From an optimization exercise on the open Yosys and OpenROAD flow, aimed at small area, a short achievable clock period and few clock cycles per item; shortcuts taken in it are not production practice.
At most, simulation tests tie the RTL to the original design; equivalence was not proved.

==> trial 55 <==
## velocity_reflector
module velocity_reflector #(
  parameter int unsigned WIDTH      = billiard_fx_pkg::WIDTH,
  parameter int unsigned FRAC_WIDTH = billiard_fx_pkg::FRAC_WIDTH
) (
  input  logic             clk,
  input  logic             rst_n,
  input  logic             in_valid,
  output logic             in_ready,
  input  logic [WIDTH-1:0] vx,
  input  logic [WIDTH-1:0] vy,
  input  logic [WIDTH-1:0] nx,
  input  logic [WIDTH-1:0] ny,
  output logic             out_valid,
  input  logic             out_ready,
  output logic [WIDTH-1:0] vx_out,
  output logic [WIDTH-1:0] vy_out,
  output logic             out_reflected,
  output logic             out_sat
);
==> flow/config.mk <==
export PLATFORM = sky130hd
export DESIGN_NAME = velocity_reflector
export DESIGN_NICKNAME = velocity_reflector
export VERILOG_FILES = /design/flow/design.v
export SDC_FILE = /design/flow/constraint.sdc
export NUM_CORES = 4
export LEC_CHECK = 0
export ABC_AREA = 1
export CAP_MARGIN = 0
export CORE_MARGIN = 2
export CORE_UTILIZATION = 40
export PLACE_DENSITY = 0.6
export SLEW_MARGIN = 0
==> flow/constraint.sdc <==
create_clock -name core_clock -period 16.0 [get_ports {clk}]
set_input_delay 3.2000 -clock core_clock [delete_from_list [all_inputs] [get_ports {clk}]]
set_output_delay 3.2000 -clock core_clock [all_outputs]
set_load 0.01 [all_outputs]
standard.sh (not shown) runs the stock make flow with config.mk's settings and CLKGATE_MAP_FILE= SYNTH_SCRIPT=/design/flow/synth_recipe.tcl, a recipe that flattens the netlist after the stock synthesis.
==> flow/flow/run.sh <==
#!/bin/bash
set -euo pipefail
MARGIN=$(cat flow/margin.txt)
bash standard.sh SETUP_SLACK_MARGIN=$MARGIN finish > standard_flow.log 2>&1
==> flow/flow/margin.txt <==
9
==> build 19 (differences from trial 55) <==
--- a/flow/design.v
+++ b/flow/design.v
@@ -3559,20 +3559,18 @@
     s_hs1  <= hs1;
     s_hc1  <= hc1;
     s_lg1  <= lg1;
     s_lp1  <= lp1;
     s_lg2  <= lg2;
     s_lp2  <= lp2;
     s_hs2  <= hs2;
     s_hc2  <= hc2;
-    if (s_to2) begin
-      p_bank <= s_bank;
-      p_k    <= k;
-    end
+    p_bank <= s_bank;
+    p_k    <= k;
     for (int i = 0; i < NB; i++) begin
       if (in_ready && tail == 2'(i)) begin
         b_vx[i] <= vx;
         b_vy[i] <= vy;
         b_nx[i] <= nx;
         b_ny[i] <= ny;
       end else if (s_done && !take_byp && s_bank == 2'(i)) begin
         b_vx[i]   <= res_x;
==> flow/flow/margin.txt (replaced) <==
9.5
- CAP_MARGIN: 0 -> 20
- SLEW_MARGIN: 0 -> 20
==> comparison table <==
Number of multi-input logic gates: trial 55 6962; build 19 6919
Proportion of synthesized chip area in sequential cells: trial 55 0.2659; build 19 0.2647
Cell depth of the worst setup path: trial 55 19; build 19 18
Simple logic cell fraction of the synthesized area: trial 55 0.1125; build 19 0.1067
Number of violations reported at the end of detailed-routing iteration 0: trial 55 9647; build 19 10.13k
Number of flops mapped to enable cells by yosys: trial 55 620; build 19 586
Result of the run: trial 55 finished clean; build 19 finished clean
Synthesized-area fraction occupied by ao, oa, aoi and oai cells: trial 55 0.1743; build 19 0.1760
Reg-to-reg slack, setup: trial 55 9.05 ns; build 19 9.49 ns
Area Growth Syn to Fin: trial 55 10.95%; build 19 12.29%
Post-DP Area: trial 55 90100 µm²; build 19 89260 µm²
Reg2Reg Capture Point: trial 55 s_lg1[6]; build 19 s_lg1[7]
Die width: trial 55 465.2 µm; build 19 462.8 µm
GR Util met1: trial 55 0.4165; build 19 0.4318
Highest Clock Rate: trial 55 143.9 MHz; build 19 153.5 MHz
Met3 track demand over resource: trial 55 0.1081; build 19 0.09482
Netlist area before placement: trial 55 85090 µm²; build 19 84180 µm²
Critical path data arrival time: trial 55 7.59 ns; build 19 7.06 ns
Testbench counts of build 19, summed over its fixed seeds: cycles 3,698, items 2,400.
Function not checked in trial 55: the RTL went through the layout flow alone.


==> wip/nickel <==
velocity_reflector, a different RTL version from the one above (not shown whole).
==> flow/design.v (excerpt) <==
module velocity_reflector #(
  parameter int unsigned WIDTH      = billiard_fx_pkg::WIDTH,
  parameter int unsigned FRAC_WIDTH = billiard_fx_pkg::FRAC_WIDTH
) (
  input  logic             clk,
  input  logic             rst_n,
  input  logic             in_valid,
  output logic             in_ready,
  input  logic [WIDTH-1:0] vx,
  input  logic [WIDTH-1:0] vy,
  input  logic [WIDTH-1:0] nx,
  input  logic [WIDTH-1:0] ny,
  output logic             out_valid,
  input  logic             out_ready,
  output logic [WIDTH-1:0] vx_out,
  output logic [WIDTH-1:0] vy_out,
  output logic             out_reflected,
  output logic             out_sat
);
==> module velocity_reflector, before the edit <==
module velocity_reflector #(
  parameter int unsigned WIDTH      = billiard_fx_pkg::WIDTH,
  parameter int unsigned FRAC_WIDTH = billiard_fx_pkg::FRAC_WIDTH
) (
  input  logic             clk,
  input  logic             rst_n,
  input  logic             in_valid,
  output logic             in_ready,
  input  logic [WIDTH-1:0] vx,
  input  logic [WIDTH-1:0] vy,
  input  logic [WIDTH-1:0] nx,
  input  logic [WIDTH-1:0] ny,
  output logic             out_valid,
  input  logic             out_ready,
  output logic [WIDTH-1:0] vx_out,
  output logic [WIDTH-1:0] vy_out,
  output logic             out_reflected,
  output logic             out_sat
);
  localparam logic [WIDTH-1:0] POS_LIM = {1'b0, {(WIDTH-1){1'b1}}};
  localparam logic [WIDTH-1:0] NEG_LIM = {1'b1, {(WIDTH-1){1'b0}}};
  logic             in_v;
  logic [WIDTH-1:0] i_vx, i_vy, i_nx, i_ny;
  logic             s_v;
  logic [WIDTH-1:0] s_vx, s_vy, s_nx, s_ny, s_k;
  logic             s_sat;
  logic             out_free;
  logic             in_take;
  logic [WIDTH-1:0] m1_a, m1_b, m2_a, m2_b, m1_y, m2_y;
  logic             m1_sat, m2_sat;
  logic [WIDTH:0]   sum, dif_x, dif_y;
  logic [WIDTH-1:0] d, k, r_x, r_y;
  logic             neg, sum_sat, dbl_sat, dx_sat, dy_sat;
  logic             sat_1, sat_2;
  function automatic logic [WIDTH:0] add_sat(input logic [WIDTH-1:0] a,
                                             input logic [WIDTH-1:0] b,
                                             input logic             sub);
    logic [WIDTH:0] s;
    if (sub) s = {a[WIDTH-1], a} - {b[WIDTH-1], b};
    else     s = {a[WIDTH-1], a} + {b[WIDTH-1], b};
    if (s[WIDTH] != s[WIDTH-1]) add_sat = {1'b1, (s[WIDTH] ? NEG_LIM : POS_LIM)};
    else                        add_sat = {1'b0, s[WIDTH-1:0]};
  endfunction
  assign m1_a = s_v ? s_k  : i_vx;
  assign m1_b = s_v ? s_nx : i_nx;
  assign m2_a = s_v ? s_k  : i_vy;
  assign m2_b = s_v ? s_ny : i_ny;
  fx_mul_sat #(.WIDTH(WIDTH), .FRAC_WIDTH(FRAC_WIDTH)) u_mul1 (
    .a(m1_a), .b(m1_b), .y(m1_y), .sat(m1_sat)
  );
  fx_mul_sat #(.WIDTH(WIDTH), .FRAC_WIDTH(FRAC_WIDTH)) u_mul2 (
    .a(m2_a), .b(m2_b), .y(m2_y), .sat(m2_sat)
  );
  always_comb begin
    sum     = add_sat(m1_y, m2_y, 1'b0);
    sum_sat = sum[WIDTH];
    d       = sum[WIDTH-1:0];
    neg     = d[WIDTH-1];
    dbl_sat = d[WIDTH-1] != d[WIDTH-2];
    k       = dbl_sat ? (d[WIDTH-1] ? NEG_LIM : POS_LIM) : {d[WIDTH-2:0], 1'b0};
    sat_1   = m1_sat | m2_sat | sum_sat | (neg & dbl_sat);
  end
  always_comb begin
    dif_x  = add_sat(s_vx, m1_y, 1'b1);
    dif_y  = add_sat(s_vy, m2_y, 1'b1);
    dx_sat = dif_x[WIDTH];
    dy_sat = dif_y[WIDTH];
    r_x    = dif_x[WIDTH-1:0];
    r_y    = dif_y[WIDTH-1:0];
    sat_2  = s_sat | m1_sat | m2_sat | dx_sat | dy_sat;
  end
  assign out_free = !out_valid || out_ready;
  assign in_take  = in_v && !s_v && out_free;
  assign in_ready = !in_v || in_take;
  always_ff @(posedge clk or negedge rst_n) begin
    if (!rst_n) begin
      in_v      <= 1'b0;
      s_v       <= 1'b0;
      out_valid <= 1'b0;
    end else begin
      if (in_ready) in_v <= in_valid;
      if (s_v) begin
        if (out_free) s_v <= 1'b0;
      end else begin
        s_v <= in_take && neg;
      end
      if (out_free) out_valid <= s_v || (in_v && !neg);
    end
  end
  always_ff @(posedge clk) begin
    if (in_ready) begin
      i_vx <= vx;
      i_vy <= vy;
      i_nx <= nx;
      i_ny <= ny;
    end
    if (!s_v) begin
      s_vx  <= i_vx;
      s_vy  <= i_vy;
      s_nx  <= i_nx;
      s_ny  <= i_ny;
      s_k   <= k;
      s_sat <= sat_1;
    end
    if (out_free) begin
      vx_out        <= s_v ? r_x : i_vx;
      vy_out        <= s_v ? r_y : i_vy;
      out_reflected <= s_v;
      out_sat       <= s_v ? sat_2 : sat_1;
    end
  end
endmodule
==> flow/config.mk <==
export PLATFORM = sky130hd
export DESIGN_NAME = velocity_reflector
export DESIGN_NICKNAME = velocity_reflector
export VERILOG_FILES = /design/flow/design.v
export SDC_FILE = /design/flow/constraint.sdc
export NUM_CORES = 4
export LEC_CHECK = 0
export ABC_AREA = 1
export CAP_MARGIN = 20
export CORE_MARGIN = 2
export CORE_UTILIZATION = 40
export PLACE_DENSITY = 0.6
export SETUP_SLACK_MARGIN = 5
export SLEW_MARGIN = 20
==> flow/constraint.sdc <==
create_clock -name core_clock -period 16.0 [get_ports {clk}]
set_input_delay 3.2000 -clock core_clock [delete_from_list [all_inputs] [get_ports {clk}]]
set_output_delay 3.2000 -clock core_clock [all_outputs]
set_load 0.01 [all_outputs]
run.sh (not shown) runs the stock make flow with config.mk's settings and CLKGATE_MAP_FILE= SYNTH_SCRIPT=/design/flow/synth_recipe.tcl, a recipe that flattens the netlist after the stock synthesis.
Stock flow here: none of the scripts above is used.
==> wip/onyx (differences from wip/nickel) <==
--- a/flow/design.v
+++ b/flow/design.v
@@ -3035,12 +3035,11 @@
   logic [WIDTH-1:0] i_vx, i_vy, i_nx, i_ny;
-  logic             s_v;
-  logic [WIDTH-1:0] s_vx, s_vy, s_nx, s_ny, s_k;
-  logic             s_sat;
-  logic             out_free;
-  logic             in_take;
-  logic [WIDTH-1:0] m1_a, m1_b, m2_a, m2_b, m1_y, m2_y;
+  logic             w_v, w_s2, w_sat;
+  logic [WIDTH-1:0] w_a1, w_b1, w_a2, w_b2;
+  logic             out_free, w_adv, w_to2, w_free;
+  logic [WIDTH-1:0] n_a1, n_b1, n_a2, n_b2;
+  logic [WIDTH-1:0] m1_y, m2_y;
   logic             m1_sat, m2_sat;
   logic [WIDTH:0]   sum, dif_x, dif_y;
-  logic [WIDTH-1:0] d, k, r_x, r_y;
-  logic             neg, sum_sat, dbl_sat, dx_sat, dy_sat;
+  logic [WIDTH-1:0] d, k;
+  logic             neg, dbl_sat;
   logic             sat_1, sat_2;
@@ -3055,11 +3054,7 @@
   endfunction
-  assign m1_a = s_v ? s_k  : i_vx;
-  assign m1_b = s_v ? s_nx : i_nx;
-  assign m2_a = s_v ? s_k  : i_vy;
-  assign m2_b = s_v ? s_ny : i_ny;
   fx_mul_sat #(.WIDTH(WIDTH), .FRAC_WIDTH(FRAC_WIDTH)) u_mul1 (
-    .a(m1_a), .b(m1_b), .y(m1_y), .sat(m1_sat)
+    .a(w_a1), .b(w_b1), .y(m1_y), .sat(m1_sat)
   );
   fx_mul_sat #(.WIDTH(WIDTH), .FRAC_WIDTH(FRAC_WIDTH)) u_mul2 (
-    .a(m2_a), .b(m2_b), .y(m2_y), .sat(m2_sat)
+    .a(w_a2), .b(w_b2), .y(m2_y), .sat(m2_sat)
   );
@@ -3067,3 +3062,2 @@
     sum     = add_sat(m1_y, m2_y, 1'b0);
-    sum_sat = sum[WIDTH];
     d       = sum[WIDTH-1:0];
@@ -3072,16 +3066,18 @@
     k       = dbl_sat ? (d[WIDTH-1] ? NEG_LIM : POS_LIM) : {d[WIDTH-2:0], 1'b0};
-    sat_1   = m1_sat | m2_sat | sum_sat | (neg & dbl_sat);
+    sat_1   = m1_sat | m2_sat | sum[WIDTH] | (neg & dbl_sat);
   end
   always_comb begin
-    dif_x  = add_sat(s_vx, m1_y, 1'b1);
-    dif_y  = add_sat(s_vy, m2_y, 1'b1);
-    dx_sat = dif_x[WIDTH];
-    dy_sat = dif_y[WIDTH];
-    r_x    = dif_x[WIDTH-1:0];
-    r_y    = dif_y[WIDTH-1:0];
-    sat_2  = s_sat | m1_sat | m2_sat | dx_sat | dy_sat;
+    dif_x = add_sat(vx_out, m1_y, 1'b1);
+    dif_y = add_sat(vy_out, m2_y, 1'b1);
+    sat_2 = w_sat | m1_sat | m2_sat | dif_x[WIDTH] | dif_y[WIDTH];
   end
   assign out_free = !out_valid || out_ready;
-  assign in_take  = in_v && !s_v && out_free;
-  assign in_ready = !in_v || in_take;
+  assign w_adv    = w_v && out_free;
+  assign w_to2    = w_adv && !w_s2 && neg;
+  assign w_free   = !w_v || (w_adv && (w_s2 || !neg));
+  assign in_ready = !in_v;
+  assign n_a1 = in_v ? i_vx : vx;
+  assign n_b1 = in_v ? i_nx : nx;
+  assign n_a2 = in_v ? i_vy : vy;
+  assign n_b2 = in_v ? i_ny : ny;
   always_ff @(posedge clk or negedge rst_n) begin
@@ -3089,12 +3085,14 @@
       in_v      <= 1'b0;
-      s_v       <= 1'b0;
+      w_v       <= 1'b0;
+      w_s2      <= 1'b0;
       out_valid <= 1'b0;
     end else begin
-      if (in_ready) in_v <= in_valid;
-      if (s_v) begin
-        if (out_free) s_v <= 1'b0;
-      end else begin
-        s_v <= in_take && neg;
+      in_v <= (in_v || in_valid) && !w_free;
+      if (w_free) begin
+        w_v  <= in_v || in_valid;
+        w_s2 <= 1'b0;
+      end else if (w_to2) begin
+        w_s2 <= 1'b1;
       end
-      if (out_free) out_valid <= s_v || (in_v && !neg);
+      if (out_free) out_valid <= w_v && (w_s2 || !neg);
     end
@@ -3108,15 +3106,17 @@
     end
-    if (!s_v) begin
-      s_vx  <= i_vx;
-      s_vy  <= i_vy;
-      s_nx  <= i_nx;
-      s_ny  <= i_ny;
-      s_k   <= k;
-      s_sat <= sat_1;
+    if (w_to2) begin
+      w_a1  <= k;
+      w_a2  <= k;
+      w_sat <= sat_1;
+    end else if (w_free) begin
+      w_a1 <= n_a1;
+      w_b1 <= n_b1;
+      w_a2 <= n_a2;
+      w_b2 <= n_b2;
     end
     if (out_free) begin
-      vx_out        <= s_v ? r_x : i_vx;
-      vy_out        <= s_v ? r_y : i_vy;
-      out_reflected <= s_v;
-      out_sat       <= s_v ? sat_2 : sat_1;
+      vx_out        <= w_s2 ? dif_x[WIDTH-1:0] : w_a1;
+      vy_out        <= w_s2 ? dif_y[WIDTH-1:0] : w_a2;
+      out_reflected <= w_s2;
+      out_sat       <= w_s2 ? sat_2 : sat_1;
     end
==> flow/flow/run.sh (new file) <==
#!/bin/bash
set -euo pipefail
MARGIN=$(cat flow/margin.txt)
bash standard.sh SETUP_SLACK_MARGIN=$MARGIN finish > standard_flow.log 2>&1
==> flow/flow/margin.txt (new file) <==
6
==> flow/standard.sh (new file) <==
#!/bin/bash
# synth_recipe.tcl (not shown) runs the flow's synth.tcl, then flattens the netlist and writes it again
# the make line also repeats each setting of config.mk as NAME=value (left out here)
make -C /OpenROAD-flow-scripts/flow DESIGN_CONFIG=/design/flow/config.mk WORK_HOME=/design/flow/orfs CLKGATE_MAP_FILE= SYNTH_SCRIPT=/design/flow/synth_recipe.tcl "${@:-finish}"
--- a/flow/config.mk
+++ b/flow/config.mk
@@ -12,3 +12,2 @@
 export PLACE_DENSITY = 0.6
-export SETUP_SLACK_MARGIN = 5
 export SLEW_MARGIN = 20
removed: flow/run.sh
==> qor summary <==
Result of the run: wip/nickel finished clean; wip/onyx finished clean
Termination of the worst setup path: wip/nickel s_k[3]; wip/onyx vx_out[21]
CP max FO: wip/nickel 17; wip/onyx 21
Post-placement setup slack: wip/nickel 1.85 ns; wip/onyx 2.20 ns
Synthesis-to-finish area growth: wip/nickel 17.3%; wip/onyx 21.6%
M2 GR Usage: wip/nickel 48.3%; wip/onyx 47.2%
Post-synthesis async set-or-reset flop share: wip/nickel 0.838%; wip/onyx 1.22%
Busiest layer in global routing: wip/nickel met2; wip/onyx met1
Global routing usage on met1: wip/nickel 43.3%; wip/onyx 47.2%
Overall via count from detail_route: wip/nickel 57500; wip/onyx 59500
Start of the worst register-to-register path: wip/nickel s_v; wip/onyx w_b1[17]
Worst Hold Slack: wip/nickel 0.452 ns; wip/onyx 0.449 ns
Post-synthesis share of cell area spent on full adders, half adders and majority gates: wip/nickel 33.5%; wip/onyx 34.3%
Largest net degree at the start of global routing: wip/nickel 82; wip/onyx 78
Clock tree buffer count of the final layout: wip/nickel 58; wip/onyx 50
Worst reg2reg path endpoint: wip/nickel s_k[3]; wip/onyx vx_out[21]
Final nets: wip/nickel 8640; wip/onyx 8902
Register-to-Register Path Depth: wip/nickel 57; wip/onyx 44
Total area of multi-input combinational cells: wip/nickel 48900 um2; wip/onyx 50400 um2
Maximum cell stage delay along the critical path: wip/nickel 0.57 ns; wip/onyx 0.61 ns
NonClk Buf Share: wip/nickel 9.66%; wip/onyx 10.9%
Number of gates resized after cts: wip/nickel 426; wip/onyx 469
Syn Nets: wip/nickel 8480; wip/onyx 8664
Total length of routed met3 wires: wip/nickel 31700 um; wip/onyx 40300 um
Testbench counts of wip/onyx, summed over its fixed seeds: cycles 3,684, items 2,400.
Function not checked in wip/nickel: the RTL went through the layout flow alone.

## re-timing with driven ports
How much do the figures lean on ideal ports? The routed layouts below were timed once more, with nothing changed but the port constraints. Step 1 assumes that a clkbuf_16 drives the clock port and a buf_2 every other input. Step 2, shift: input delay + t, output delay - t, t = (earliest + latest rising clock arrival at the registers) / 2. This alone moves slack from input paths to output paths. a / b / c = ideal ports / drivers / drivers and shift; a / b = the first two.
run	shift t [ns]	setup WS [ns]	hold slack, ns	worst register clock-pin slew, ns	worst data-port slew with drivers (ns)
trial 55	0.853	9.050 / 9.050 / 9.050	0.487 / 0.487 / 0.487	0.07 / 0.07	0.20
build 19	0.815	9.487 / 9.487 / 9.487	0.444 / 0.444 / 0.444	0.07 / 0.07	0.28
wip/nickel	0.734	4.969 / 4.969 / 4.969	0.452 / 0.452 / 0.452	0.07 / 0.07	0.10
wip/onyx	0.671	6.166 / 6.166 / 6.166	0.449 / 0.449 / 0.449	0.07 / 0.07	0.11
After both steps setup and hold are still met in every run listed.
